This is an optimization exercise on Yosys and OpenROAD, whose aim is small area, a short achievable clock period and few clock cycles, not a production implementation.
Only simulation tests tie the RTL to the original design; equivalence was not proved.

== job 9002 ==
// core
module core #(
	parameter logic [core_pkg::xlen-1:0] RESET_PC = core_pkg::default_reset_pc
) (
	input  logic clk,
	input  logic reset,
	output logic ireq_valid,
	output logic [core_pkg::xlen-1:0] ireq_addr,
	input  logic iresp_data_ok,
	input  logic [core_pkg::ilen-1:0] iresp_data,
	output logic commit_valid,
	output logic [core_pkg::xlen-1:0] commit_pc,
	output logic [core_pkg::ilen-1:0] commit_instr,
	output logic commit_wen,
	output logic [core_pkg::reg_addr_w-1:0] commit_wdest,
	output logic [core_pkg::xlen-1:0] commit_wdata
);
	logic [core_pkg::xlen-3:0] pc;
	logic stall;
	logic f_valid;
	logic [core_pkg::ilen-1:0] f_instr;
	logic f_wen;
	logic [31:1] f_sel1, f_sel2;
	logic f_bp1, f_bp2, f_imm;
	logic f_m1a, f_m1b, f_m2a, f_m2b, f_stall;
	logic d_valid;
	logic [core_pkg::ilen-1:0] d_instr;
	logic d_wen;
	logic d_sub, d_sel_sum, d_sel_and, d_sel_or, d_sel_xor, d_sel_slt;
	logic d_m1a, d_m1b;
	logic [core_pkg::xlen-1:0] d_a;
	logic [core_pkg::xlen-1:0] d_b;
	logic x_valid;
	logic x_wen;
	logic [core_pkg::ilen-1:0] x_instr;
  ...
Size in the first run: about 2,700 flip-flops, about 270 I/O pins, ~110,000 sq um of cells after synthesis.
==> module addc, before the edit <==
module addc #(
	parameter int W = 32
) (
	input  logic [W-1:0] a,
	input  logic [W-1:0] b,
	input  logic cin,
	output logic [W-1:0] s,
	output logic cout
);
	localparam int L = W > 32 ? 6 : W > 16 ? 5 : W > 8 ? 4 : W > 4 ? 3 : W > 2 ? 2 : 1;
	logic [W-1:0] p0;
	logic [W-1:0] g [0:L];
	logic [W-1:0] p [0:L];
	logic [W:0] c;
	assign p0 = a ^ b;
	assign p[0] = p0;
	assign g[0] = a & b;
	for (genvar l = 0; l < L; l++) begin : lvl
		for (genvar i = 0; i < W; i++) begin : bitp
			if (i >= (1 << l)) begin : comb
				assign g[l+1][i] = g[l][i] | (p[l][i] & g[l][i-(1<<l)]);
				assign p[l+1][i] = p[l][i] & p[l][i-(1<<l)];
			end else begin : pass
				assign g[l+1][i] = g[l][i];
				assign p[l+1][i] = p[l][i];
			end
		end
	end
	assign c = {g[L] | (p[L] & {W{cin}}), cin};
	assign s = p0 ^ c[W-1:0];
	assign cout = c[W];
endmodule
clock: 5.5 ns
lec_check: 0
cap_margin: 20
core_margin: 2
core_utilization: 55
cts_cluster_diameter: 70
cts_cluster_size: 22
setup_slack_margin: 2.4
slew_margin: 20
run.sh (not shown) runs the stock make flow with config.mk's settings and CLKGATE_MAP_FILE= SYNTH_SCRIPT=/design/flow/synth_recipe.tcl, a recipe that flattens the netlist after the stock synthesis.
Testbench counts of job 9002, summed over its fixed seeds: cycles 43,120.
--- input diff job 9002..job 3058 ---
--- a/flow/design.v
+++ b/flow/design.v
@@ -357,14 +357,13 @@
 );
 	localparam int L = W > 32 ? 6 : W > 16 ? 5 : W > 8 ? 4 : W > 4 ? 3 : W > 2 ? 2 : 1;
 	logic [W-1:0] p0;
 	logic [W-1:0] g [0:L];
 	logic [W-1:0] p [0:L];
-	logic [W:0] c;
 	assign p0 = a ^ b;
 	assign p[0] = p0;
-	assign g[0] = a & b;
+	assign g[0] = {a[W-1:1] & b[W-1:1], (a[0] & b[0]) | (p0[0] & cin)};
 	for (genvar l = 0; l < L; l++) begin : lvl
 		for (genvar i = 0; i < W; i++) begin : bitp
 			if (i >= (1 << l)) begin : comb
 				assign g[l+1][i] = g[l][i] | (p[l][i] & g[l][i-(1<<l)]);
 				assign p[l+1][i] = p[l][i] & p[l][i-(1<<l)];
@@ -372,13 +371,12 @@
 				assign g[l+1][i] = g[l][i];
 				assign p[l+1][i] = p[l][i];
 			end
 		end
 	end
-	assign c = {g[L] | (p[L] & {W{cin}}), cin};
-	assign s = p0 ^ c[W-1:0];
-	assign cout = c[W];
+	assign s = p0 ^ {g[L][W-2:0], cin};
+	assign cout = g[L][W-1];
 endmodule
 module writeback #(
 	parameter logic [core_pkg::xlen-1:0] RESET_PC = core_pkg::default_reset_pc
 ) (
 	input  logic clk,
Notes after the runs:
- In summary, job 3058 completed successfully, with a layout that passed the timing, design-rule and antenna checks.
- DRC violation total after the first TritonRoute iteration grows by a few percent when moving from job 9002 to job 3058.
- There was hardly any difference in final worst slack between job 3058 and job 9002.
- Diff job 9002 -> job 3058: clock-buffer cell count now smaller; via count now larger.
- Worst hold slack: job 3058 > job 9002
Testbench counts of job 3058, summed over its fixed seeds: cycles 43,120.

==> re-timing with driven ports <==
The flow's constraints put no driver on any port. The routed layouts listed below were extracted and timed again, unchanged, in two steps.
Step 1 (the two cells are an assumption about what drives the block):
set clk [get_ports {clk}]
set_driving_cell -lib_cell sky130_fd_sc_hd__clkbuf_16 $clk
set_driving_cell -lib_cell sky130_fd_sc_hd__buf_2 [delete_from_list [all_inputs] $clk]
Step 2 moves the port delays by t, midway between the first and last clock arrival at a register: inputs arrive t later, outputs are due t later. That takes back most of the time a late clock gives input paths.
Slacks: ideal ports / drivers / drivers and shift; pairs: ideal ports / drivers.
run	t, ns	setup slack, ns	clock arrival spread, ns	slew at the worst register clock pin (ns)	worst data-port slew with drivers (ns)
job 9002	0.941	2.158 / 2.158 / 1.738	0.049 / 0.049	0.10 / 0.10	0.10
job 3058	0.970	2.156 / 2.156 / 1.866	0.051 / 0.051	0.10 / 0.10	0.06
After both steps every run listed still meets setup and hold. For job 9002, which loses most, drivers alone change the setup slack by 0.000 ns; drivers and shift together by -0.420 ns.
